From an optimization exercise on the open Yosys and OpenROAD flow, aimed at small area; shortcuts taken in it are not production practice.
RTL that was checked went through simulation tests only; none was proved equivalent to the original.
No functional check of the RTL was part of run 6.
The flow treats the clock pin as an ideal source, which a real chip does not have.

## flow/design.v (module list and top-level ports; edited modules follow where they fit)
// module custom_instr_accum_mac: 1494 lines
// module custom_instr_accum_fa: 4 lines
// module custom_instr_accum_unit: 111 lines
module custom_instr_accum_unit #(
  parameter int unsigned       HART_COUNT     = 2,
  parameter int unsigned       ACC_COUNT      = 4,
  parameter int unsigned       DATA_W         = 32,
  parameter int unsigned       RESULT_LATENCY = 1,
  parameter logic [DATA_W-1:0] DEFAULT_RESULT = 32'hdeadbeef,
  localparam int unsigned      HID_W = (HART_COUNT > 1) ? $clog2(HART_COUNT) : 1,
  localparam int unsigned      SEL_W = (ACC_COUNT > 1) ? $clog2(ACC_COUNT) : 1
) (
  input  logic              clk,
  input  logic              rst,
  input  logic              valid_in,
  input  logic [HID_W-1:0]  hid_in,
  input  logic [4:0]        major_opcode_in,
  input  logic [2:0]        minor_opcode_in,
  input  logic [DATA_W-1:0] op1_in,
  input  logic [DATA_W-1:0] op2_in,
  input  logic [31:0]       imm_in,
  input  logic [6:0]        funct7_in,
  output logic [DATA_W-1:0] result_out,
  output logic [15:0]       illegal_count_out
);
  // ...
==> flow/flow/run.sh <==
#!/bin/bash
# Own layout flow: the standard ORFS flow with three changes.
#  1. Synthesis is synth_recipe.tcl unchanged except that ABC maps with
#     flow/abc_area.script (area-only mapping, no ABC buffering/upsizing);
#     OpenROAD's resizer does the timing repair afterwards.
#  2. Port buffers are the smallest buffer cell.
#  3. CTS uses small clock buffers and no dummy loads.
#  4. Synthesis leaves half adders to ABC (no ha cells).
#  5. Repair steps may not use the largest buffers (flow/hooks.tcl).
# Each tool's output goes to a log file of its own in this folder.
set -euo pipefail
W=$PWD
sed "s|@ABC_SCRIPT@|$W/flow/abc_area.script|; s|@FLOW_SYNTH@|$W/synth_recipe.tcl|" \
  flow/my_synth.tcl.in > my_synth.tcl
EXTRA=(
  "SYNTH_SCRIPT=$W/my_synth.tcl"
  "BUFFER_PORTS_ARGS=-buffer_cell sky130_fd_sc_hd__buf_1"
  "CTS_ARGS=-sink_clustering_enable -repair_clock_nets -dont_use_dummy_load -sink_clustering_size 8 -sink_clustering_max_diameter 50 -buf_list {sky130_fd_sc_hd__clkbuf_4}"
  "PRE_FLOORPLAN_TCL=$W/flow/hooks.tcl"
  "PRE_RESIZE_TCL=$W/flow/hooks.tcl"
  "PRE_CTS_TCL=$W/flow/hooks.tcl"
  "PRE_GLOBAL_ROUTE_TCL=$W/flow/hooks.tcl"
)
# Synthesis only: half adders stay plain gates for ABC (no ha cells), the
# platform's own don't-use list otherwise.
DU_PLATFORM="sky130_fd_sc_hd__probe_p_8 sky130_fd_sc_hd__probec_p_8 sky130_fd_sc_hd__lpflow_bleeder_1 sky130_fd_sc_hd__lpflow_clkbufkapwr_1 sky130_fd_sc_hd__lpflow_clkbufkapwr_16 sky130_fd_sc_hd__lpflow_clkbufkapwr_2 sky130_fd_sc_hd__lpflow_clkbufkapwr_4 sky130_fd_sc_hd__lpflow_clkbufkapwr_8 sky130_fd_sc_hd__lpflow_clkinvkapwr_1 sky130_fd_sc_hd__lpflow_clkinvkapwr_16 sky130_fd_sc_hd__lpflow_clkinvkapwr_2 sky130_fd_sc_hd__lpflow_clkinvkapwr_4 sky130_fd_sc_hd__lpflow_clkinvkapwr_8 sky130_fd_sc_hd__lpflow_decapkapwr_12 sky130_fd_sc_hd__lpflow_decapkapwr_3 sky130_fd_sc_hd__lpflow_decapkapwr_4 sky130_fd_sc_hd__lpflow_decapkapwr_6 sky130_fd_sc_hd__lpflow_decapkapwr_8 sky130_fd_sc_hd__lpflow_inputiso0n_1 sky130_fd_sc_hd__lpflow_inputiso0p_1 sky130_fd_sc_hd__lpflow_inputiso1n_1 sky130_fd_sc_hd__lpflow_inputiso1p_1 sky130_fd_sc_hd__lpflow_inputisolatch_1 sky130_fd_sc_hd__lpflow_isobufsrc_1 sky130_fd_sc_hd__lpflow_isobufsrc_16 sky130_fd_sc_hd__lpflow_isobufsrc_2 sky130_fd_sc_hd__lpflow_isobufsrc_4 sky130_fd_sc_hd__lpflow_isobufsrc_8 sky130_fd_sc_hd__lpflow_isobufsrckapwr_16 sky130_fd_sc_hd__lpflow_lsbuf_lh_hl_isowell_tap_1 sky130_fd_sc_hd__lpflow_lsbuf_lh_hl_isowell_tap_2 sky130_fd_sc_hd__lpflow_lsbuf_lh_hl_isowell_tap_4 sky130_fd_sc_hd__lpflow_lsbuf_lh_isowell_4 sky130_fd_sc_hd__lpflow_lsbuf_lh_isowell_tap_1 sky130_fd_sc_hd__lpflow_lsbuf_lh_isowell_tap_2 sky130_fd_sc_hd__lpflow_lsbuf_lh_isowell_tap_4"
bash standard.sh "${EXTRA[@]}" "DONT_USE_CELLS=$DU_PLATFORM sky130_fd_sc_hd__ha_1 sky130_fd_sc_hd__ha_2 sky130_fd_sc_hd__ha_4" synth > log_synth.txt 2>&1
bash standard.sh "${EXTRA[@]}" finish > log_finish.txt 2>&1
cp orfs/logs/sky130hd/custom_instr_accum_unit/base/*.log . 2>/dev/null || true
==> flow/flow/abc_area.script <==
&get -n
&st
&dch
&nf -R 1000
&put
topo
==> flow/flow/hooks.tcl <==
# Run before each step that repairs or sizes: keep buffering and sizing to
# small cells, so repair uses several small buffers rather than one large one.
set big {}
foreach lc [get_lib_cells sky130_fd_sc_hd__*] {
  set n [get_name $lc]
  if { [regexp {_(6|8|12|16)$} $n] && ![regexp {clkbuf|tap|fill|decap|diode} $n] } {
    lappend big $n
  }
}
set_dont_use $big
==> flow/flow/my_synth.tcl.in <==
# synth_recipe.tcl with ABC's mapping script replaced by an area-only one.
proc abc {args} {
  set i [lsearch -exact $args -script]
  if { $i >= 0 } { set args [lreplace $args [expr {$i + 1}] [expr {$i + 1}] @ABC_SCRIPT@] }
  yosys abc {*}$args
}
source @FLOW_SYNTH@
==> flow/standard.sh <==
#!/bin/bash
# synth_recipe.tcl (not shown) runs the flow's synth.tcl, then flattens the netlist and writes it again
# the make line also repeats each setting of config.mk as NAME=value (left out here)
make -C /OpenROAD-flow-scripts/flow DESIGN_CONFIG=/design/flow/config.mk WORK_HOME=/design/flow/orfs CLKGATE_MAP_FILE= SYNTH_SCRIPT=/design/flow/synth_recipe.tcl "${@:-finish}"
==> flow/config.mk <==
export PLATFORM = sky130hd
export DESIGN_NAME = custom_instr_accum_unit
export DESIGN_NICKNAME = custom_instr_accum_unit
export VERILOG_FILES = /design/flow/design.v
export SDC_FILE = /design/flow/constraint.sdc
export NUM_CORES = 4
export LEC_CHECK = 0
export ABC_AREA = 1
export CAP_MARGIN = 10
export CELL_PAD_IN_SITES_DETAIL_PLACEMENT = 1
export CELL_PAD_IN_SITES_GLOBAL_PLACEMENT = 1
export CORE_MARGIN = 2
export CORE_UTILIZATION = 35
export GPL_TIMING_DRIVEN = 0
export PLACE_DENSITY = 0.5
export SLEW_MARGIN = 10
export SYNTH_HIERARCHICAL = 1
export SYNTH_MINIMUM_KEEP_SIZE = 0
==> flow/constraint.sdc <==
create_clock -name core_clock -period 10.0 [get_ports {clk}]
set_input_delay 2.0000 -clock core_clock [delete_from_list [all_inputs] [get_ports {clk}]]
set_output_delay 2.0000 -clock core_clock [all_outputs]
set_load 0.01 [all_outputs]
==> key figures, run 1 <==
Worst setup path
  • CP Depth: 27
  • R2R cell count: 22
  • CP Launch Type: input pin
  • CP max-delay cell: xnor2_2
  • Kind of cell adding the most delay to the critical path: adder cells
  • Buf/Inv on CP: 2

GRT
  • First-pass GRT wire length: 120000 um
  • Initial antenna violation count: 3
  • GR Layer Usage met2: 41.4%

Routing
  • DR WL met2: 37400 um
  • Wire per inst: 30.6 um
  • Metal3 WL: 5610 um
  • Drc violations: 0
  • DR iter-0 viols: 2871

Layout
  • Register Area: 8950 sq um
  • Nets@finish: 2214
  • Area Growth Syn to Fin: 11.5%

STA
  • Final setup viols: 0
  • Achievable Freq: 104 MHz
  • Final setup margin: 363 ps
  • Period utilization: 96.4%

Hold path
  • Worst Hold Path Cells: 1
  • Min-Delay Path Class: flop to flop
  • Hold EP: rd_dat_n_q[16]$_DFF_P_

Placed design
  • Placed insts: 2560
  • Area after DPL: 23000 sq um
  • Dpl hpwl: 55700 um

Floorplanning
  • Initial Util: 35.5%
  • Die height: 249 um

Yosys
  • Share of synthesized cell area in and, or, nand and nor gates: 9.32%
  • Post-Synth XOR/XNOR Area: 2.87%
  • Area share of the largest cell type after synthesis: 36.5%
  • Area share of fa/ha/maj cells after synthesis: 24.3%
  • Post-synthesis cell type count: 42

Outcome
  • Outcome: finished clean

Clock tree
  • Clk Latency, worst-skew pair: 780 ps
  • Hold Buf Count CTS: 0
==> run 2: changes to the inputs <==
--- a/flow/config.mk
+++ b/flow/config.mk
@@ -11,6 +11,7 @@
 export CELL_PAD_IN_SITES_GLOBAL_PLACEMENT = 1
 export CORE_MARGIN = 2
 export CORE_UTILIZATION = 35
+export GPL_ROUTABILITY_DRIVEN = 0
 export GPL_TIMING_DRIVEN = 0
 export PLACE_DENSITY = 0.5
 export SLEW_MARGIN = 10
==> run 2 against run 1 <==
Compared with the run above: first-iteration DRC count unchanged; synthesized cell count unchanged; final cell count is the same; via count did not move; cell area stayed put; worst hold slack did not move; global-route usage is the same; clock skew did not move; non-clock buffer count unchanged; register-to-register slack is essentially flat; critical path depth unchanged.
==> key figures, run 2 <==
Outcome
  • Outcome: finished clean

Layout
  • Post-route cell area: 23500 sq um
  • Most frequent cells in the layout: 289 x a222oi_1, 256 x edfxtp_1, 254 x fa_1
  • Nets@finish: 2214 (unchanged)
  • Most common cell after layout, fill and taps aside: a222oi_1
  • Area Growth Syn to Fin: 11.5% (unchanged)
  • Utilization after layout: 39.6%
  • Largest registers: acc_q (256), rd_dat_n_q (32), illegal_cnt_q (16)
  • Max FFs per register: 256
  • Fraction of layout cells with a size suffix above 1: 8.31%
  • Largest reg by FF count: acc_q

Floorplanning
  • # rows: 89
  • DIE WIDTH: 249 um
  • Die height: 249 um (unchanged)
  • I/O pins: 163
  • Core area: 59200 sq um
  • Initial Util: 35.5% (unchanged)
  • Die area: 62100 sq um

Yosys
  • Commonest cells in the netlist: 289 x a222oi_1, 256 x edfxtp_1, 256 x fa_1, 216 x nand2_1, 78 x nor2_1
  • Post-synthesis cell type count: 42 (unchanged)
  • Most area-consuming cells after synthesis: edfxtp_1 37%, fa_1 24%, a222oi_1 14%
  • Synthesized Nets: 1993
  • Post-synthesis sequential area ratio: 42.5%
  • Top-count cell post-synth: a222oi_1
  • Mapped Cells: 1622
  • Post-synth EDFFs: 256
  • Synthesized cell area: 21100 sq um
  • Main synth FF type: edfxtp_1
  • Post-synth ARST share: 7.99%
  • Post-synthesis sequential element count: 313
  • Yosys top cell by area: edfxtp_1
  • Total number of yosys warnings: 8
  • Area share of the largest cell type after synthesis: 36.5% (unchanged)
  • Avg Synthesized Cell Area: 13.0 sq um

GRT
  • All-Layer GR Usage: 25.7%
  • Largest net degree at the start of global routing: 65
  • Initial antenna violation count: 3 (unchanged)
  • Number of global-route vias before repair: 18000
  • First-pass GRT wire length: 120000 um (unchanged)
  • Total grt overflow: 0

Clock tree
  • Worst-path clk slew: 90 ps
  • CTS sink count: 313
  • Hold Buf Count CTS: 0 (unchanged)
  • CTS tree: yes
  • Total CTS buffers: 47
  • Clk Latency, worst-skew pair: 780 ps (about the same)

STA
  • Clock skew: 103 ps
  • Slew margin rel.: 18.7%
  • Final setup viols: 0 (unchanged)
  • Final TNS setup: 0 ps
  • Worst slew pin tran: 1220 ps
  • Achievable Freq: 104 MHz (unchanged)
  • Slew Limit Fails: 0
  • Period utilization: 96.4% (unchanged)
  • Count of final hold-check violations: 0
  • RSZ-0062 raised after global routing: false
  • Final min period: 9640 ps

Worst setup path
  • R2r setup slk: 2650 ps
  • Crit path required time: 10460 ps
  • R2R cell count: 22 (unchanged)
  • Crit Path Category: input pin to flop
  • CP arrival: 10090 ps
  • CP endpoint kind: flop
  • Crit path max fanout: 34
  • CP Launch Type: input pin
  • FF-to-FF Start: acc_vld_q[0]$_DFFE_PN0P_
  • Reg2reg end: acc_q[3][30]$_DFFE_PP_

Hold path
  • Min-Delay Path Class: flop to flop
  • Hold EP: rd_dat_n_q[16]$_DFF_P_
  • Hold path start: acc_q[7][16]$_DFFE_PP_
  • Worst Hold Path Cells: 1 (unchanged)

Routing
  • Wire per inst: 30.6 um (unchanged)
  • Vias: 17000
  • Drc violations: 0 (unchanged)
  • Routed WL: 80000 um
  • Antenna Nets Post-Route: 0
  • DR iter-0 viols: 2871 (unchanged)
  • Vias per inst: 6.50
  • TritonRoute pass-1 iters: 15

Placed design
  • Dpl hpwl: 55700 um (unchanged)
  • Buffers on Ports: 132
  • Area after DPL: 23000 sq um (unchanged)

Job
  • Max_cap viols: 0
==> run 2: cell counts after synthesis <==
Identical to the previous run, type by type.
==> run 2: how the worst max path moves through the flow <==
stage	start	endpoint	depth (start not counted)
6_report	op2_in[1]	acc_q[3][30]$_DFFE_PP_	27
5_1_grt	op2_in[1]	acc_q[3][30]$_DFFE_PP_	26
4_1_cts	op2_in[1]	acc_q[1][31]$_DFFE_PP_	26
3_5_place_dp	op2_in[1]	acc_q[3][25]$_DFFE_PP_	25
3_3_place_gp	minor_opcode_in[2]	acc_q[0][25]$_DFFE_PP_	16
2_1_floorplan	op2_in[1]	acc_q[0][30]$_DFFE_PP_	25
==> run 2: cells by family (layout without fill, tap and decap cells) <==
kind of cell / after synthesis / in the layout / synth area share [%]
simple gates: 434 / 434 / 9.32
compound gates: 497 / 497 / 20.0
buf+inv: 53 / 272 / 0.945
other cells: 0 / 3 / 0
fa+ha+maj: 256 / 256 / 24.3
flops: 313 / 313 / 42.5
xor+xnor: 69 / 69 / 2.87
==> run 2: critical path, cell delays in order <==
cell and delay [ps]:
clkbuf_8 230, and2_0 280, fa_1 440, a31o_1 240, o31ai_1 90, nand3b_1 230, a31oi_4 200, nor2_1 150
nor2_1 60, fa_1 420, xnor2_2 720, a222oi_1 260, fa_1 600, fa_1 470, fa_1 470, fa_1 460
fa_1 580, xor2_1 280, o21ai_0 180, a211oi_1 270, nand3_1 120, nand4_1 120, buf_4 160, a31o_1 190
nand4_1 90, o311ai_0 140, fa_2 600
==> run 2: cell type report <==
| cell class | instances | area [sq um] |
|---|---|---|
| multi-input cells | 1256 | 12200 |
| repair buffers | 172 | 823 |
| inverters | 53 | 199 |
| clock buffers | 47 | 353 |
| flip-flops and latches | 313 | 8950 |
| diodes | 3 | 7.51 |
| fillers | 6364 | 35800 |
| well taps | 773 | 967 |
==> run 2: repair_timing <==
item / 4_1_cts / 5_1_grt
setup endpoints to repair: 64 / 64
gates resized for setup: 8 / 10
pin swaps: 0 / 3
buffers inserted: 0 / 4
==> run 2: per-module statistics from Yosys (local to each module, per instance) <==
| module | cell area, sq um | flops+latches | cells inside | copies in the design |
|---|---|---|---|---|
| custom_instr_accum_mac | 5060 | 0 | 628 | 1 |
| custom_instr_accum_fa | 20.0 | 0 | 1 | 225 |
| custom_instr_accum_unit | 11500 | 313 | 769 | 1 |
==> run 2: through the flow <==
step                      instances  hold slack [ps]  setup WS [ps]
final                          2617              397            363
after global placement         2527              455          -3460
after floorplan                1622              431           1100
after detailed placement       2560              463          -1440
after global routing           2617              400           55.2
after CTS                      2607              402           23.9
==> run 2: metal layers <==
layer | part of all wire, % | vias up | GRT usage, %
li1 | - | 7160 | -
met1 | 44 | 8970 | 36.2
met5 | 0 | - | 0
met4 | 2.4 | 0 | 6.76
met3 | 7.0 | 113 | 3.90
met2 | 47 | 772 | 41.4
==> run 3: changes to the inputs <==
--- a/flow/config.mk
+++ b/flow/config.mk
@@ -10,10 +10,9 @@
 export CELL_PAD_IN_SITES_DETAIL_PLACEMENT = 1
 export CELL_PAD_IN_SITES_GLOBAL_PLACEMENT = 1
 export CORE_MARGIN = 2
-export CORE_UTILIZATION = 35
-export GPL_ROUTABILITY_DRIVEN = 0
+export CORE_UTILIZATION = 38
 export GPL_TIMING_DRIVEN = 0
-export PLACE_DENSITY = 0.5
+export PLACE_DENSITY = 0.55
 export SLEW_MARGIN = 10
 export SYNTH_HIERARCHICAL = 1
 export SYNTH_MINIMUM_KEEP_SIZE = 0
==> run 3 against run 2 <==
Compared with the run above: still clean; sequential cell count unchanged; worst hold slack improved by 65 ps; die area decreased by 7.8%; critical path depth is 4 lower; synthesized area stayed put; routed wire length down 3.3%; critical endpoint unchanged; highest routed layer is now met5.
==> key figures, run 3 <==
Yosys
  • Synthesized cell area: 21100 sq um (unchanged)
  • Total number of yosys warnings: 8 (unchanged)
  • Commonest cells in the netlist: 289 x a222oi_1, 256 x edfxtp_1, 256 x fa_1, 216 x nand2_1, 78 x nor2_1
  • Post-synth EDFFs: 256 (unchanged)
  • Most area-consuming cells after synthesis: edfxtp_1 37%, fa_1 24%, a222oi_1 14%
  • Main synth FF type: edfxtp_1
  • Post-synth ARST share: 7.99% (unchanged)
  • Avg Synthesized Cell Area: 13.0 sq um (unchanged)
  • Synthesized Nets: 1993 (unchanged)
  • Post-synthesis sequential area ratio: 42.5% (unchanged)
  • Top-count cell post-synth: a222oi_1
  • Post-synthesis sequential element count: 313 (unchanged)
  • Area share of the largest cell type after synthesis: 36.5% (unchanged)
  • Yosys top cell by area: edfxtp_1
  • Post-synthesis cell type count: 42 (unchanged)
  • Mapped Cells: 1622 (unchanged)

Layout
  • Most frequent cells in the layout: 289 x a222oi_1, 256 x edfxtp_1, 253 x fa_1
  • Largest registers: acc_q (256), rd_dat_n_q (32), illegal_cnt_q (16)
  • Most common cell after layout, fill and taps aside: a222oi_1
  • Max FFs per register: 256 (unchanged)
  • Fraction of layout cells with a size suffix above 1: 8.17% (-0.15 points)
  • Nets@finish: 2210 (-0.18%)
  • Post-route cell area: 23400 sq um (-0.22%)
  • Area Growth Syn to Fin: 11.3%
  • Largest reg by FF count: acc_q

Worst setup path
  • Kind of cell adding the most delay to the critical path: adder cells
  • CP Launch Type: input pin
  • R2R cell count: 21 (-4.5%)
  • Crit Path Category: input pin to flop
  • Crit path required time: 10480 ps (+20 ps)
  • Crit path max fanout: 34 (unchanged)
  • CP max-delay cell: xnor2_2
  • CP most frequent cell: fa_1
  • CP arrival: 10110 ps (+20 ps)
  • CP endpoint kind: flop
  • CP Cell Sequence: clkbuf_8, and2_0, fa_1, o31ai_1, nand3b_1, nand2_1, fa_1, xnor2_2, a222oi_1, fa_1, fa_1, fa_1, fa_1, fa_1, xor2_1, o21ai_0, a211oi_1, nand3_1, nand4_1, a31o_1, nand4_1, o311ai_0, fa_2
  • Max incr delay on CP: 780 ps (+60 ps)
  • Buf/Inv on CP: 1 (-1)
  • CP Depth: 23 (-15%)

STA
  • Achievable Freq: 104 MHz (+0.11%)
  • Final setup margin: 374 ps (+11.1 ps)
  • Clock skew: 123 ps (+20.6 ps)
  • Final Hold Slack: 462 ps (+64.8 ps)
  • RSZ-0062 raised after global routing: false
  • Count of final hold-check violations: 0 (unchanged)
  • Period utilization: 96.3% (-0.11 points)
  • Worst slew pin tran: 1360 ps (+136 ps)
  • Slew margin rel.: 9.40% (-9.3 points)
  • Final setup viols: 0 (unchanged)
  • Slew Limit Fails: 0 (unchanged)
  • Final min period: 9630 ps (-11.1 ps)

Clock tree
  • Hold Buf Count CTS: 0 (unchanged)
  • CTS tree: yes
  • CTS sink count: 313 (unchanged)
  • Clk Latency, worst-skew pair: 790 ps (about the same)
  • Total CTS buffers: 48 (+2.1%)
  • Worst-path clk slew: 90 ps (about the same)

Hold path
  • Worst Hold Path Cells: 1 (unchanged)
  • Min-Delay Path Class: flop to flop

Routing
  • TritonRoute pass-1 iters: 11 (-4)
  • Wire per inst: 29.9 um (-2.2%)
  • Routed WL: 77400 um (-3.3%)
  • Vias per inst: 6.66 (+2.4%)
  • Vias: 17200 (+1.3%)
  • DR iter-0 viols: 3309 (+15%)
  • Drc violations: 0 (unchanged)
  • Antenna Nets Post-Route: 0 (unchanged)

GRT
  • Number of global-route vias before repair: 17900 (-0.47%)
  • Largest net degree at the start of global routing: 44 (-32%)
  • All-Layer GR Usage: 27.2% (+1.5 points)
  • Initial antenna violation count: 4 (+1)
  • First-pass GRT wire length: 116000 um (-3.4%)
  • Total grt overflow: 0 (unchanged)

Floorplanning
  • Initial Util: 38.3% (+2.8 points)
  • DIE WIDTH: 239 um (-4.0%)
  • I/O pins: 163 (unchanged)
  • # rows: 86 (-3.4%)
  • Core area: 55000 sq um (-7.2%)
  • Die height: 239 um (-4.0%)
  • Die area: 57300 sq um (-7.8%)

Placed design
  • Area after DPL: 22900 sq um (-0.23%)
  • RePlAce Congestion: 0.894
  • Buffers on Ports: 132 (unchanged)
  • Pre-CTS WS: -1370 ps (+74.6 ps)
  • Dpl hpwl: 53900 um (-3.2%)

Outcome
  • Outcome: finished clean

Job
  • Max_cap viols: 0 (unchanged)
==> run 3: stage by stage <==
step                      std cells  utilization, %  TNS, ps
after global placement         2502            40.9  -396470
after detailed placement       2533            41.7   -96640
after CTS                      2581            42.4        0
after global routing           2589            42.6        0
final                          2589            42.6        0
after floorplan                1622               -        0
==> run 3: per-layer routing <==
layer	global-route usage (%)	share of wire [%]	up-vias	wire length, um
li1	-	-	7130	-
met1	37.5	42	9038	32200
met2	43.9	47	921	36500
met3	5.00	8.7	141	6760
met4	8.28	2.5	2	1940
met5	0	0.012	-	9
==> run 3: what timing repair did <==
action | CTS | global route
pin swaps | 0 | 3
setup buffers | 0 | 4
gates resized for setup | 7 | 14
endpoints found under the setup margin | 64 | 64
cloned | 0 | 0
==> run 3: kinds of logic after synthesis <==
group | share of synthesized area [%]
xor gates and xnor gates | 2.87
and+or+nand+nor | 9.32
adders and majority gates | 24.3
buffers and inverters | 0.945
DFF | 42.5
AOI/OAI and AO/OA | 20.0
==> run 3: final timing paths <==
check                                    startpoint                       endpoint  slack (ps)
hold / removal               acc_q[7][16]$_DFFE_PP_         rd_dat_n_q[16]$_DFF_P_         460
setup reg to reg           acc_vld_q[0]$_DFFE_PN0P_         acc_q[3][30]$_DFFE_PP_        2500
hold reg to reg              acc_q[7][16]$_DFFE_PP_         rd_dat_n_q[16]$_DFF_P_         460
max in group asynchronous                       rst             rd_vld_q$_DFF_PN0_        8330
setup / recovery                          op2_in[1]         acc_q[3][30]$_DFFE_PP_         370
min in group asynchronous                       rst  illegal_cnt_q[10]$_DFFE_PN0P_        1220
==> run 3: area by class of cell <==
cell class                 instances  area, sq um
fill                            5809        31600
sequential                       313         8950
antenna                            4         10.0
tap                              748          936
clock buffer                      48          360
multi-input combinational       1256        12200
timing repair buffer             167          785
inverter                          53          199
==> run 3: modules after synthesis (local to each module, per instance) <==
module	copies in the design	cell area, sq um
custom_instr_accum_fa	225	20.0
custom_instr_accum_mac	1	5060
custom_instr_accum_unit	1	11500
==> run 4: changes to the inputs <==
--- a/flow/config.mk
+++ b/flow/config.mk
@@ -7,12 +7,10 @@
 export LEC_CHECK = 0
 export ABC_AREA = 1
 export CAP_MARGIN = 10
-export CELL_PAD_IN_SITES_DETAIL_PLACEMENT = 1
-export CELL_PAD_IN_SITES_GLOBAL_PLACEMENT = 1
 export CORE_MARGIN = 2
-export CORE_UTILIZATION = 38
+export CORE_UTILIZATION = 35
 export GPL_TIMING_DRIVEN = 0
-export PLACE_DENSITY = 0.55
+export PLACE_DENSITY = 0.5
 export SLEW_MARGIN = 10
 export SYNTH_HIERARCHICAL = 1
 export SYNTH_MINIMUM_KEEP_SIZE = 0
==> run 4 against run 3 <==
Compared with the run above: global-route usage down 4.4 points; critical path depth down 2; synthesized area unchanged; critical endpoint is now acc_q[1][31]$_DFFE_PP_.
==> key figures, run 4 <==
Routing
  • Antenna Nets Post-Route: 0 (unchanged)
  • DR iter-0 viols: 3505 (+5.9%)
  • Drc violations: 0 (unchanged)
  • Vias per inst: 6.52 (-2.0%)
  • TritonRoute pass-1 iters: 17 (+6)
  • Vias: 17000 (-1.3%)
  • Wire per inst: 27.4 um (-8.5%)
  • Routed WL: 71400 um (-7.8%)

Layout
  • Area Growth Syn to Fin: 11.2%
  • Largest registers: acc_q (256), rd_dat_n_q (32), illegal_cnt_q (16)
  • Most common cell after layout, fill and taps aside: a222oi_1
  • Nets@finish: 2205 (-0.23%)
  • Max FFs per register: 256 (unchanged)
  • Utilization after layout: 39.5% (-3.1 points)
  • Most frequent cells in the layout: 289 x a222oi_1, 256 x edfxtp_1, 253 x fa_1
  • Largest reg by FF count: acc_q
  • Fraction of layout cells with a size suffix above 1: 7.70% (-0.47 points)
  • Post-route cell area: 23400 sq um (-0.12%)
  • Fill cells: 5676 (-2.3%)
  • Non-Filler Instances: 2609 (+0.77%)

Placed design
  • Area after DPL: 22900 sq um (about the same)
  • Placed insts: 2558 (+0.99%)
  • Dpl hpwl: 50100 um (-7.1%)
  • RePlAce Congestion: 0.930 (+4.0%)
  • Buffers on Ports: 132 (unchanged)

Yosys
  • Yosys top cell by area: edfxtp_1
  • Post-synth ARST share: 7.99% (unchanged)
  • Post-synthesis sequential area ratio: 42.5% (unchanged)
  • Commonest cells in the netlist: 289 x a222oi_1, 256 x edfxtp_1, 256 x fa_1, 216 x nand2_1, 78 x nor2_1
  • Post-synthesis sequential element count: 313 (unchanged)
  • Top-count cell post-synth: a222oi_1
  • Post-synthesis cell type count: 42 (unchanged)
  • Synthesized Nets: 1993 (unchanged)
  • Avg Synthesized Cell Area: 13.0 sq um (unchanged)
  • Area share of the largest cell type after synthesis: 36.5% (unchanged)
  • Synthesized cell area: 21100 sq um (unchanged)
  • Total number of yosys warnings: 8 (unchanged)
  • Most area-consuming cells after synthesis: edfxtp_1 37%, fa_1 24%, a222oi_1 14%
  • Mapped Cells: 1622 (unchanged)
  • Main synth FF type: edfxtp_1
  • Post-synth EDFFs: 256 (unchanged)

Worst setup path
  • Crit path max fanout: 26 (-24%)
  • Crit path required time: 10450 ps (-30 ps)
  • CP Launch Type: input pin
  • CP arrival: 9990 ps (-120 ps)
  • CP endpoint kind: flop
  • Crit Path Category: input pin to flop

GRT
  • Number of global-route vias before repair: 17100 (-4.6%)
  • GR Layer Usage met2: 36.4% (-7.4 points)
  • M1 GR Usage: 31.4% (-6.0 points)
  • Total grt overflow: 0 (unchanged)
  • All-Layer GR Usage: 22.8% (-4.4 points)
  • Met3 usage: 4.35% (-0.65 points)
  • First-pass GRT wire length: 109000 um (-6.6%)
  • Busiest grt layer: met2
  • Largest net degree at the start of global routing: 40 (-9.1%)
  • Initial antenna violation count: 2 (-2)

Clock tree
  • Clk Latency, worst-skew pair: 790 ps (about the same)
  • CTS sink count: 313 (unchanged)
  • Total CTS buffers: 46 (-4.2%)
  • Worst-path clk slew: 90 ps (about the same)
  • CTS tree: yes
  • Hold Buf Count CTS: 0 (unchanged)

STA
  • Clock skew: 100 ps (-23.0 ps)
  • Count of final hold-check violations: 0 (unchanged)
  • Period utilization: 95.4% (-0.83 points)
  • Slew margin rel.: 7.03% (-2.4 points)
  • Final min period: 9540 ps (-82.9 ps)
  • Final TNS setup: 0 ps (unchanged)
  • Final setup viols: 0 (unchanged)
  • RSZ-0062 raised after global routing: false
  • Slew Limit Fails: 0 (unchanged)
  • Worst slew pin tran: 1390 ps (+35.5 ps)
  • Achievable Freq: 105 MHz (+0.87%)

Floorplanning
  • Die area: 62100 sq um (+8.4%)
  • Initial Util: 35.5% (-2.8 points)
  • # rows: 89 (+3.5%)
  • I/O pins: 163 (unchanged)
  • Die height: 249 um (+4.1%)
  • Core area: 59200 sq um (+7.7%)
  • DIE WIDTH: 249 um (+4.1%)

Job
  • Max_cap viols: 0 (unchanged)

Hold path
  • Min-Delay Path Class: flop to flop

Outcome
  • Outcome: finished clean
## run 4: cell counts after synthesis
Identical to the previous run, type by type.
## run 4: area by class of cell
type,count,area (sq um),area share (%)
antenna,4,10.0,0.0428
clock buffer,46,345,1.48
inverter,53,199,0.850
multi-input combinational,1256,12200,52.0
sequential,313,8950,38.3
tap,773,967,4.13
timing repair buffer,164,767,3.28
## run 4: through the flow
stage / setup WS, ps / hold slack (ps)
floorplan: 1100 / 431
global placement: -3430 / 478
detailed placement: -1090 / 476
CTS: 181 / 409
global route: 36.9 / 442
finish: 457 / 421
## run 4: cell families after synthesis
logic type	share of synthesized area, %
compound gates	20.0
xor+xnor	2.87
fa+ha+maj	24.3
buf+inv	0.945
flops	42.5
simple gates	9.32
## run 4: Yosys stat by module, one instance, submodules excluded
module | area [sq um] | cells
custom_instr_accum_unit | 11500 | 769
custom_instr_accum_fa | 20.0 | 1
custom_instr_accum_mac | 5060 | 628
## run 4: worst max-delay path, stage by stage
cell and delay [ps]:
buf_2 410, nand2b_1 1020, nand2_1 1120, a222oi_1 730, fa_1 520, fa_1 410
fa_1 580, fa_1 450, xor2_1 210, o21ai_0 90, a21oi_1 70, nor2b_1 150
a21oi_1 140, nand3_1 250, nand3_1 150, nand4_1 210, a31o_2 340, nand4_1 80
o311ai_0 170, fa_2 370, xnor2_1 480
## run 4: final timing paths
path	start	end	slack (ps)	depth (start not counted)
max reg2reg	acc_vld_q[0]$_DFFE_PN0P_	acc_q[1][31]$_DFFE_PP_	1940	23
min	acc_q[7][4]$_DFFE_PP_	rd_dat_n_q[4]$_DFF_P_	420	1
min in group asynchronous	rst	illegal_cnt_q[10]$_DFFE_PN0P_	1200	1
min reg2reg	acc_q[7][4]$_DFFE_PP_	rd_dat_n_q[4]$_DFF_P_	420	1
max	minor_opcode_in[2]	acc_q[1][31]$_DFFE_PP_	460	21
max in group asynchronous	rst	rd_vld_q$_DFF_PN0_	8350	1
## run 4: what timing repair did
action	4_1_cts	5_1_grt
pin swaps	0	1
endpoints found under the setup margin	48	64
buffers inserted	0	1
gates resized for setup	6	12
## run 4: layer usage
metal / up-vias / share of wire [%]
met4: 0 / 3.0
met5: - / 0
li1: 7139 / -
met2: 1030 / 46
met3: 163 / 9.9
met1: 8680 / 41
==> run 5: changes to the inputs <==
--- a/flow/flow/run.sh
+++ b/flow/flow/run.sh
@@ -15,7 +15,7 @@
 EXTRA=(
   "SYNTH_SCRIPT=$W/my_synth.tcl"
   "BUFFER_PORTS_ARGS=-buffer_cell sky130_fd_sc_hd__buf_1"
-  "CTS_ARGS=-sink_clustering_enable -repair_clock_nets -dont_use_dummy_load -sink_clustering_size 8 -sink_clustering_max_diameter 50 -buf_list {sky130_fd_sc_hd__clkbuf_4}"
+  "CTS_ARGS=-sink_clustering_enable -repair_clock_nets -dont_use_dummy_load -sink_clustering_size 16 -sink_clustering_max_diameter 50 -buf_list {sky130_fd_sc_hd__clkbuf_8}"
   "PRE_FLOORPLAN_TCL=$W/flow/hooks.tcl"
   "PRE_RESIZE_TCL=$W/flow/hooks.tcl"
   "PRE_CTS_TCL=$W/flow/hooks.tcl"
--- a/flow/config.mk
+++ b/flow/config.mk
@@ -7,6 +7,8 @@
 export LEC_CHECK = 0
 export ABC_AREA = 1
 export CAP_MARGIN = 10
+export CELL_PAD_IN_SITES_DETAIL_PLACEMENT = 1
+export CELL_PAD_IN_SITES_GLOBAL_PLACEMENT = 1
 export CORE_MARGIN = 2
 export CORE_UTILIZATION = 35
 export GPL_TIMING_DRIVEN = 0
==> run 5 against run 4 <==
Compared with the run above: register-to-register slack better by 660 ps; synthesized area unchanged; final cell count is 0.11% lower; synthesized cell count stayed put; first-iteration DRC count fell by 16%; critical path depth up 4; clock-buffer cell count fell by 8.
==> key figures, run 5 <==
Outcome
  • Outcome: finished clean

Routing
  • DR iter-0 viols: 2928 (-16%)
  • Vias: 17100 (+0.29%)
  • TritonRoute pass-1 iters: 11 (-6)
  • DR WL met2: 37400 um (+13%)
  • Metal3 WL: 6370 um (-9.9%)
  • Routed WL: 80000 um (+12%)
  • Met1 wire length: 34400 um (+18%)
  • Top sig layer: met4
  • Drc violations: 0 (unchanged)
  • Antenna Nets Post-Route: 0 (unchanged)
  • Wire per inst: 30.7 um (+12%)
  • Vias per inst: 6.55 (+0.40%)

Yosys
  • Avg Synthesized Cell Area: 13.0 sq um (unchanged)
  • Post-synth ARST share: 7.99% (unchanged)
  • Commonest cells in the netlist: 289 x a222oi_1, 256 x edfxtp_1, 256 x fa_1, 216 x nand2_1, 78 x nor2_1
  • Main synth FF type: edfxtp_1
  • Yosys top cell by area: edfxtp_1
  • Area share of the largest cell type after synthesis: 36.5% (unchanged)
  • Post-synthesis sequential area ratio: 42.5% (unchanged)
  • Post-synth EDFFs: 256 (unchanged)
  • Post-synthesis sequential element count: 313 (unchanged)
  • Post-synthesis cell type count: 42 (unchanged)
  • Synthesized cell area: 21100 sq um (unchanged)
  • Synthesized Nets: 1993 (unchanged)
  • Top-count cell post-synth: a222oi_1
  • Most area-consuming cells after synthesis: edfxtp_1 37%, fa_1 24%, a222oi_1 14%
  • Total number of yosys warnings: 8 (unchanged)
  • Mapped Cells: 1622 (unchanged)

Worst setup path
  • FF-to-FF Start: acc_vld_q[0]$_DFFE_PN0P_
  • Crit path required time: 10310 ps (-140 ps)
  • Reg2reg end: acc_q[1][30]$_DFFE_PP_
  • Crit Path Category: input pin to flop
  • CP arrival: 9910 ps (-80 ps)
  • R2r setup slk: 2600 ps (+660 ps)
  • R2R cell count: 22 (-4.3%)
  • Crit path max fanout: 34 (+31%)
  • CP endpoint kind: flop
  • CP Launch Type: input pin

Clock tree
  • CTS tree: yes
  • Clk Latency, worst-skew pair: 610 ps (-180 ps)
  • Total CTS buffers: 38 (-17%)
  • Hold Buf Count CTS: 0 (unchanged)
  • Worst-path clk slew: 80 ps (about the same)
  • CTS sink count: 313 (unchanged)

Floorplanning
  • Die height: 249 um (unchanged)
  • DIE WIDTH: 249 um (unchanged)
  • I/O pins: 163 (unchanged)
  • # rows: 89 (unchanged)
  • Die area: 62100 sq um (unchanged)
  • Core area: 59200 sq um (unchanged)
  • Initial Util: 35.5% (unchanged)

STA
  • Slew Limit Fails: 0 (unchanged)
  • RSZ-0062 raised after global routing: false
  • Final TNS setup: 0 ps (unchanged)
  • Worst slew pin tran: 1350 ps (-45.6 ps)
  • Slew margin rel.: 10.3% (+3.3 points)
  • Clock skew: 71.6 ps (-28.7 ps)
  • Count of final hold-check violations: 0 (unchanged)
  • Achievable Freq: 104 MHz (-0.60%)
  • Final setup viols: 0 (unchanged)
  • Final min period: 9600 ps (+57.7 ps)
  • Period utilization: 96.0% (+0.58 points)

GRT
  • Number of global-route vias before repair: 17900 (+4.6%)
  • First-pass GRT wire length: 120000 um (+10%)
  • All-Layer GR Usage: 25.6% (+2.8 points)
  • Initial antenna violation count: 2 (unchanged)
  • Largest net degree at the start of global routing: 65 (+63%)
  • Total grt overflow: 0 (unchanged)

Hold path
  • Hold EP: rd_dat_n_q[16]$_DFF_P_
  • Min-Delay Path Class: flop to flop
  • Worst Hold Path Cells: 1 (unchanged)
  • Hold path start: acc_q[7][16]$_DFFE_PP_

Layout
  • Largest registers: acc_q (256), rd_dat_n_q (32), illegal_cnt_q (16)
  • Largest reg by FF count: acc_q
  • Fraction of layout cells with a size suffix above 1: 8.14% (+0.44 points)
  • Area Growth Syn to Fin: 12.4%
  • Non-Filler Instances: 2606 (-0.11%)
  • Max FFs per register: 256 (unchanged)
  • Fill cells: 6331 (+12%)
  • Most frequent cells in the layout: 289 x a222oi_1, 256 x edfxtp_1, 252 x fa_1
  • Nets@finish: 2204 (-0.045%)
  • Most common cell after layout, fill and taps aside: a222oi_1

Placed design
  • Dpl hpwl: 55700 um (+11%)
  • RePlAce Congestion: 0.854 (-8.2%)
  • Buffers on Ports: 132 (unchanged)
  • Placed insts: 2560 (+0.078%)

Job
  • Max_cap viols: 0 (unchanged)
[run 5: cell counts after synthesis]
No cell type changed its count.
[run 5: modules after synthesis (local to each module, per instance)]
module / copies in the design / flip-flops and latches / cell area [sq um] / cells
custom_instr_accum_unit: 1 / 313 / 11500 / 769
custom_instr_accum_fa: 225 / 0 / 20.0 / 1
custom_instr_accum_mac: 1 / 0 / 5060 / 628
[run 5: cell families after synthesis]
| logic type | after synthesis | synth area share (%) |
|---|---|---|
| flip-flops | 313 | 42.5 |
| adder cells (fa/ha/maj) | 256 | 24.3 |
| AND/OR/NAND/NOR | 434 | 9.32 |
| XOR/XNOR | 69 | 2.87 |
| AO/OA/AOI/OAI | 497 | 20.0 |
| buffers and inverters | 53 | 0.945 |
[run 5: what timing repair did]
action / CTS / global route
pin swaps: 0 / 5
setup endpoints to repair: 64 / 64
gates resized for setup: 9 / 15
buffers inserted: 0 / 5
[run 5: per-stage QoR]
step	utilization [%]	worst slack (ps)	cell area, sq um	hold WS, ps
6_report	40.0	399	23700	436
5_1_grt	40.0	19.5	23700	442
4_1_cts	39.7	6.24	23500	436
3_5_place_dp	38.8	-1440	23000	463
3_3_place_gp	38.0	-3460	22500	455
2_1_floorplan	-	1100	21100	431
[run 5: worst max path at each step]
stage	depth (start not counted)	slack (ps)	startpoint	end
CTS	26	6	op2_in[1]	acc_q[1][31]$_DFFE_PP_
finish	25	400	op2_in[1]	acc_q[1][30]$_DFFE_PP_
global route	26	20	op2_in[1]	acc_q[1][30]$_DFFE_PP_
floorplan	25	1100	op2_in[1]	acc_q[0][30]$_DFFE_PP_
global placement	16	-3460	minor_opcode_in[2]	acc_q[0][25]$_DFFE_PP_
detailed placement	25	-1440	op2_in[1]	acc_q[3][25]$_DFFE_PP_
[run 5: layer usage]
layer  vias to the layer above  track usage (%)
li1                       7113                -
met1                      8988             36.0
met2                       839             41.5
met3                       121             4.03
met4                         0             6.30
met5                         -                0
[run 5: layout make-up]
cell class / count / area, sq um / area share, %
repair buffers: 171 / 815 / 3.44
well taps: 773 / 967 / 4.09
inverters: 53 / 199 / 0.841
diodes: 2 / 5.00 / 0.0211
multi-input cells: 1256 / 12200 / 51.6
clock buffers: 38 / 523 / 2.21
flip-flops and latches: 313 / 8950 / 37.8
[run 5: worst max-delay path, cell delays in order]
cell and delay (ps):
clkbuf_8 230, and2_0 280, fa_1 440, a31o_1 240, o31ai_1 90, nand3b_1 230, nand2_1 100, fa_1 420
xnor2_2 770, a222oi_1 270, fa_1 620, fa_1 470, fa_1 500, fa_1 450, fa_1 670, xor2_2 210
o21ai_0 150, a211oi_1 270, nand3_1 120, nand4_1 110, buf_4 160, a31o_1 190, nand4_1 90, o311ai_0 170
fa_2 610
==> module custom_instr_accum_unit, before the edit <==
module custom_instr_accum_unit #(
  parameter int unsigned       HART_COUNT     = 2,
  parameter int unsigned       ACC_COUNT      = 4,
  parameter int unsigned       DATA_W         = 32,
  parameter int unsigned       RESULT_LATENCY = 1,
  parameter logic [DATA_W-1:0] DEFAULT_RESULT = 32'hdeadbeef,
  localparam int unsigned      HID_W = (HART_COUNT > 1) ? $clog2(HART_COUNT) : 1,
  localparam int unsigned      SEL_W = (ACC_COUNT > 1) ? $clog2(ACC_COUNT) : 1
) (
  input  logic              clk,
  input  logic              rst,
  input  logic              valid_in,
  input  logic [HID_W-1:0]  hid_in,
  input  logic [4:0]        major_opcode_in,
  input  logic [2:0]        minor_opcode_in,
  input  logic [DATA_W-1:0] op1_in,
  input  logic [DATA_W-1:0] op2_in,
  input  logic [31:0]       imm_in,
  input  logic [6:0]        funct7_in,
  output logic [DATA_W-1:0] result_out,
  output logic [15:0]       illegal_count_out
);
  localparam int unsigned N = HART_COUNT * ACC_COUNT;
  logic [DATA_W-1:0] acc_q [N];
  logic [N-1:0]      acc_vld_q;
  logic [15:0]       illegal_cnt_q;
  logic              rd_vld_q;
  logic [DATA_W-1:0] rd_dat_n_q;
  logic              accept, illegal, legal;
  logic              op_load, op_add, op_read, op_sub, op_mac, op_clear, op_readclr;
  logic [HID_W+SEL_W-1:0] idx;
  logic [DATA_W-1:0] rd_val, acc_new;
  logic              wr_en;
  assign accept  = valid_in && (major_opcode_in == custom_instr_accum_pkg::CUSTOM_0);
  assign illegal = (minor_opcode_in == 3'd7) || (funct7_in != 7'd0);
  assign legal   = accept && !illegal;
  assign op_load    = (minor_opcode_in == 3'd0);
  assign op_add     = (minor_opcode_in == 3'd1);
  assign op_read    = (minor_opcode_in == 3'd2);
  assign op_sub     = (minor_opcode_in == 3'd3);
  assign op_mac     = (minor_opcode_in == 3'd4);
  assign op_clear   = (minor_opcode_in == 3'd5);
  assign op_readclr = (minor_opcode_in == 3'd6);
  assign idx     = {hid_in, imm_in[SEL_W-1:0]};
  logic [N-1:0] rsel;
  always_comb begin
    rd_val = '0;
    for (int k = 0; k < int'(N); k++) begin
      rsel[k] = (idx == k) && acc_vld_q[k];
      rd_val  = rd_val | ({DATA_W{rsel[k]}} & acc_q[k]);
    end
  end
  logic              dec_mac, dec_add, dec_sub, dec_load;
  logic [DATA_W/2-1:0] s1, s2, s3;
  logic [DATA_W-1:0] base_n;
  assign dec_mac  = minor_opcode_in[2];
  assign dec_add  = !minor_opcode_in[2] && !minor_opcode_in[1];
  assign dec_sub  = !minor_opcode_in[2] && minor_opcode_in[1];
  assign dec_load = !minor_opcode_in[2] && !minor_opcode_in[0];
  always_comb begin
    for (int i = 0; i < int'(DATA_W / 2); i++) begin
      s1[i] = dec_mac && !op1_in[2*i+1] && op1_in[2*i];
      s2[i] = dec_mac && op1_in[2*i+1] && !op1_in[2*i];
      s3[i] = (dec_mac && op1_in[2*i+1] && op1_in[2*i]) || dec_sub;
    end
    s1[0] = s1[0] || (dec_add && minor_opcode_in[0]);
  end
  assign base_n = ~(dec_load ? op1_in : rd_val);
  custom_instr_accum_mac u_mac (
    .base_n (base_n),
    .x      (op2_in),
    .s1     (s1),
    .s2     (s2),
    .s3     (s3),
    .res    (acc_new)
  );
  assign wr_en   = legal && (op_load || op_add || op_sub || op_mac);
  always_ff @(posedge clk) begin
    for (int i = 0; i < int'(N); i++)
      if (wr_en && (idx == i)) acc_q[i] <= acc_new;
  end
  always_ff @(posedge clk or negedge rst) begin
    if (!rst) begin
      acc_vld_q <= '0;
    end else begin
      for (int i = 0; i < int'(N); i++) begin
        if (legal && op_clear && (hid_in == i / ACC_COUNT))
          acc_vld_q[i] <= 1'b0;
        else if (legal && op_readclr && (idx == i))
          acc_vld_q[i] <= 1'b0;
        else if (wr_en && (idx == i))
          acc_vld_q[i] <= 1'b1;
      end
    end
  end
  always_ff @(posedge clk or negedge rst) begin
    if (!rst)
      illegal_cnt_q <= '0;
    else if (accept && illegal && (illegal_cnt_q != 16'hffff))
      illegal_cnt_q <= illegal_cnt_q + 16'd1;
  end
  always_ff @(posedge clk or negedge rst) begin
    if (!rst) rd_vld_q <= 1'b0;
    else      rd_vld_q <= legal && (op_read || op_readclr);
  end
  always_ff @(posedge clk) begin
    rd_dat_n_q <= ~rd_val;
  end
  assign result_out        = rd_vld_q ? ~rd_dat_n_q : DEFAULT_RESULT;
  assign illegal_count_out = illegal_cnt_q;
endmodule
==> run 6: changes to the inputs <==
--- a/flow/design.v
+++ b/flow/design.v
@@ -1564,7 +1564,7 @@
   logic [N-1:0]      acc_vld_q;
   logic [15:0]       illegal_cnt_q;
   logic              rd_vld_q;
-  logic [DATA_W-1:0] rd_dat_n_q;
+  logic [DATA_W-1:0] rd_dat_q;
   logic              accept, illegal, legal;
   logic              op_load, op_add, op_read, op_sub, op_mac, op_clear, op_readclr;
   logic [HID_W+SEL_W-1:0] idx;
@@ -1643,8 +1643,8 @@
     else      rd_vld_q <= legal && (op_read || op_readclr);
   end
   always_ff @(posedge clk) begin
-    rd_dat_n_q <= ~rd_val;
+    rd_dat_q <= rd_val;
   end
-  assign result_out        = rd_vld_q ? ~rd_dat_n_q : DEFAULT_RESULT;
+  assign result_out        = rd_vld_q ? rd_dat_q : DEFAULT_RESULT;
   assign illegal_count_out = illegal_cnt_q;
 endmodule
--- a/flow/flow/run.sh
+++ b/flow/flow/run.sh
@@ -15,7 +15,7 @@
 EXTRA=(
   "SYNTH_SCRIPT=$W/my_synth.tcl"
   "BUFFER_PORTS_ARGS=-buffer_cell sky130_fd_sc_hd__buf_1"
-  "CTS_ARGS=-sink_clustering_enable -repair_clock_nets -dont_use_dummy_load -sink_clustering_size 16 -sink_clustering_max_diameter 50 -buf_list {sky130_fd_sc_hd__clkbuf_8}"
+  "CTS_ARGS=-sink_clustering_enable -repair_clock_nets -dont_use_dummy_load -sink_clustering_size 10 -sink_clustering_max_diameter 60 -buf_list {sky130_fd_sc_hd__clkbuf_2 sky130_fd_sc_hd__clkbuf_4}"
   "PRE_FLOORPLAN_TCL=$W/flow/hooks.tcl"
   "PRE_RESIZE_TCL=$W/flow/hooks.tcl"
   "PRE_CTS_TCL=$W/flow/hooks.tcl"
--- a/flow/config.mk
+++ b/flow/config.mk
@@ -10,9 +10,9 @@
 export CELL_PAD_IN_SITES_DETAIL_PLACEMENT = 1
 export CELL_PAD_IN_SITES_GLOBAL_PLACEMENT = 1
 export CORE_MARGIN = 2
-export CORE_UTILIZATION = 35
+export CORE_UTILIZATION = 30
 export GPL_TIMING_DRIVEN = 0
-export PLACE_DENSITY = 0.5
+export PLACE_DENSITY = 0.45
 export SLEW_MARGIN = 10
 export SYNTH_HIERARCHICAL = 1
 export SYNTH_MINIMUM_KEEP_SIZE = 0
==> run 6 against run 5 <==
Compared with the run above: register-to-register slack got worse by 90 ps; synthesized cell count fell by 2.7%; global-route usage fell by 2.4 points; highest routed layer is now met5; first-iteration DRC count fell by 9.4%; synthesized area rose by 0.37%; utilization fell by 5.9 points; cell area rose by 0.71%; die area rose by 17%; still clean on timing, DRC and antenna; sequential cell count did not move; critical endpoint unchanged.
==> key figures, run 6 <==
Placed design
  • Area after DPL: 23400 sq um (+1.7%)
  • RePlAce Congestion: 0.820 (-3.9%)
  • Buffers on Ports: 132 (unchanged)
  • Pre-CTS WS: -1030 ps (+414 ps)
  • Dpl hpwl: 58600 um (+5.2%)

Yosys
  • Most area-consuming cells after synthesis: edfxtp_1 36%, fa_1 24%, a222oi_1 14%
  • Synthesized cell area: 21100 sq um (+0.37%)
  • Post-synthesis cell type count: 48 (+14%)
  • Area share of the largest cell type after synthesis: 36.4% (-0.14 points)
  • Avg Synthesized Cell Area: 13.4 sq um (+3.2%)
  • Mux cell area share after synthesis: 1.52% (+1.5 points)
  • Post-synth ARST share: 7.99% (unchanged)
  • Post-Synth XOR/XNOR Area: 2.86% (-0.011 points)
  • Area share of fa/ha/maj cells after synthesis: 24.3% (-0.091 points)
  • Post-synthesis sequential element count: 313 (unchanged)
  • Synthesized Nets: 1949 (-2.2%)
  • Largest family of logic cells by synthesized area: adder cells
  • Yosys top cell by area: edfxtp_1
  • Main synth FF type: edfxtp_1
  • Commonest cells in the netlist: 288 x a222oi_1, 256 x edfxtp_1, 256 x fa_1, 139 x nand2_1, 82 x nor2_1
  • Mapped Cells: 1578 (-2.7%)
  • Post-synth EDFFs: 256 (unchanged)
  • Share of synthesized cell area in and, or, nand and nor gates: 8.30% (-1.0 points)
  • Complex-gate fraction of the synthesized area: 19.8% (-0.23 points)
  • Post-synthesis sequential area ratio: 42.4% (-0.16 points)
  • Total number of yosys warnings: 8 (unchanged)
  • Top-count cell post-synth: a222oi_1

Floorplanning
  • Initial Util: 30.2% (-5.3 points)
  • Core area: 69900 sq um (+18%)
  • Die height: 269 um (+8.1%)
  • DIE WIDTH: 269 um (+8.1%)
  • Die area: 72600 sq um (+17%)
  • # rows: 97 (+9.0%)
  • I/O pins: 163 (unchanged)

STA
  • Slew margin rel.: 16.9% (+6.6 points)
  • Final Hold Slack: 390 ps (-46.3 ps)
  • Clock skew: 160 ps (+88.7 ps)
  • Slew Limit Fails: 0 (unchanged)
  • Worst slew pin tran: 1250 ps (-98.5 ps)
  • Period utilization: 97.1% (+1.1 points)
  • Final min period: 9710 ps (+108 ps)
  • Count of final hold-check violations: 0 (unchanged)
  • Final setup margin: 291 ps (-108 ps)
  • Final setup viols: 0 (unchanged)
  • Final TNS setup: 0 ps (unchanged)
  • Achievable Freq: 103 MHz (-1.1%)

GRT
  • Total grt overflow: 0 (unchanged)
  • Initial antenna violation count: 3 (+1)
  • Largest net degree at the start of global routing: 39 (-40%)
  • All-Layer GR Usage: 23.2% (-2.4 points)
  • First-pass GRT wire length: 126000 um (+5.6%)
  • Number of global-route vias before repair: 18000 (+0.62%)

Routing
  • Wire per inst: 31.2 um (+1.9%)
  • TritonRoute pass-1 iters: 12 (+1)
  • DR iter-0 viols: 2652 (-9.4%)
  • Routed WL: 85500 um (+6.9%)
  • Antenna Nets Post-Route: 0 (unchanged)
  • Drc violations: 0 (unchanged)
  • Vias per inst: 6.18 (-5.6%)
  • Vias: 16900 (-0.92%)

Worst setup path
  • Crit Path Category: input pin to flop
  • Crit path required time: 10400 ps (+90 ps)
  • CP Launch Type: input pin
  • CP endpoint kind: flop
  • Crit path max fanout: 13 (-62%)
  • CP arrival: 10110 ps (+200 ps)
  • R2r setup slk: 2510 ps (-90 ps)

Layout
  • Largest reg by FF count: acc_q
  • Most frequent cells in the layout: 288 x a222oi_1, 256 x edfxtp_1, 252 x fa_1
  • Largest registers: acc_q (256), rd_dat_q (32), illegal_cnt_q (16)
  • Nets@finish: 2168 (-1.6%)
  • Fraction of layout cells with a size suffix above 1: 8.75% (+0.61 points)
  • Most common cell after layout, fill and taps aside: a222oi_1
  • Post-route cell area: 23800 sq um (+0.71%)
  • Area Growth Syn to Fin: 12.8%
  • Max FFs per register: 256 (unchanged)

Clock tree
  • Hold Buf Count CTS: 0 (unchanged)
  • Clk Latency, worst-skew pair: 810 ps (+200 ps)
  • Worst-path clk slew: 120 ps (+40 ps)
  • CTS sink count: 313 (unchanged)
  • Total CTS buffers: 40 (+5.3%)
  • CTS tree: yes

Outcome
  • Outcome: finished clean

Job
  • Max_cap viols: 0 (unchanged)

Hold path
  • Min-Delay Path Class: flop to flop
==> run 6: area by class of cell <==
cell class / instances / area [sq um]
tap: 940 / 1180
inverter: 53 / 199
clock buffer: 40 / 300
fill: 7546 / 46100
multi-input combinational: 1212 / 12300
timing repair buffer: 177 / 871
antenna: 1 / 2.50
sequential: 313 / 8950
==> run 6: logic make-up (layout without fill, tap and decap cells) <==
group           count (synthesis)  count (layout)
simple gates                  376             376
xor+xnor                       69              69
buf+inv                        53             270
other cells                     0               1
fa+ha+maj                     256             256
flops                         313             313
compound gates                479             479
mux                            32              32
==> run 6: metal layers <==
layer	GRT usage, %	part of all wire (%)
met4	7.21	3.3
met5	0	0.012
met1	30.5	41
met3	3.05	6.2
met2	39.8	50
==> run 6: final timing paths <==
check / cells after the start / end / from
max in group asynchronous: 1 / illegal_cnt_q[11]$_DFFE_PN0P_ / rst
hold reg to reg: 2 / rd_dat_q[0]$_DFF_P_ / acc_q[6][0]$_DFFE_PP_
min in group asynchronous: 1 / acc_vld_q[5]$_DFFE_PN0P_ / rst
setup / recovery: 24 / acc_q[1][30]$_DFFE_PP_ / op2_in[1]
hold / removal: 2 / rd_dat_q[0]$_DFF_P_ / acc_q[6][0]$_DFFE_PP_
setup reg to reg: 23 / acc_q[3][31]$_DFFE_PP_ / acc_vld_q[1]$_DFFE_PN0P_
==> run 6: through the flow <==
step                util [%]  instances
floorplan                  -       1578
global placement        32.6       2650
detailed placement      33.4       2689
CTS                     34.0       2731
global route            34.1       2736
finish                  34.1       2736
==> run 6: per-module statistics from Yosys (local to each module, per instance) <==
module / cells inside / copies in the design / flops+latches / cell area (sq um)
custom_instr_accum_fa: 1 / 225 / 0 / 20.0
custom_instr_accum_unit: 725 / 1 / 313 / 11600
custom_instr_accum_mac: 628 / 1 / 0 / 5060
==> run 6: timing repair <==
| action | in CTS | in global routing |
|---|---|---|
| setup endpoints to repair | 56 | 56 |
| pin swaps | 0 | 5 |
| cloned | 2 | 0 |
| resized for setup | 9 | 14 |
| buffers inserted | 0 | 2 |
==> run 6: critical path, stage by stage <==
cell      delay [ps]
clkbuf_4         230
clkbuf_8         270
and2_0           220
fa_1             440
a31o_1           260
o31ai_2           80
nand3b_1         220
nand2_1          100
fa_1            1150
a222oi_1         270
fa_1             630
fa_1             460
fa_1             550
fa_1             450
fa_1             590
xor2_1           250
o21ai_0          200
a211oi_2         240
nand3_1          130
nand4_1          200
a31o_1           260
nand4_1          100
o311ai_0         170
fa_2             610

static timing again, ports no longer ideal:
In the flow no input, the clock included, has a driving cell. The finished layouts below were timed again as built, in two steps.
Step 1 (the two cells are an assumption about what drives the block):
set clk [get_ports {clk}]
set_driving_cell -lib_cell sky130_fd_sc_hd__clkbuf_16 $clk
set_driving_cell -lib_cell sky130_fd_sc_hd__buf_2 [delete_from_list [all_inputs] $clk]
Step 2 adds t to the input delays and takes it off the output delays; t is the mean of the earliest and latest rising clock arrival at the registers after step 1. Input paths then give back, and output paths get back, about the clock's delay inside the block.
Three values: ideal, step 1, step 2; two values: the first two.
| run | t (ns) | setup WS [ns] | worst data-port slew with drivers (ns) | pins driven straight from the clock port |
|---|---|---|---|---|
| run 1 | 0.784 | 0.363 / 0.369 / -0.415 | 0.11 | 1 |
| run 2 | 0.784 | 0.363 / 0.369 / -0.415 | 0.11 | 1 |
| run 3 | 0.778 | 0.374 / 0.372 / -0.407 | 0.11 | 1 |
| run 4 | 0.787 | 0.457 / 0.486 / -0.301 | 0.09 | 1 |
| run 5 | 0.625 | 0.399 / 0.406 / -0.220 | 0.11 | 1 |
| run 6 | 0.793 | 0.291 / 0.332 / -0.462 | 0.10 | 1 |
Met with ideal ports but missed after step 2: setup timing in every run listed. For run 3, which loses most, drivers alone change the setup slack by -0.002 ns; drivers and shift together by -0.781 ns.
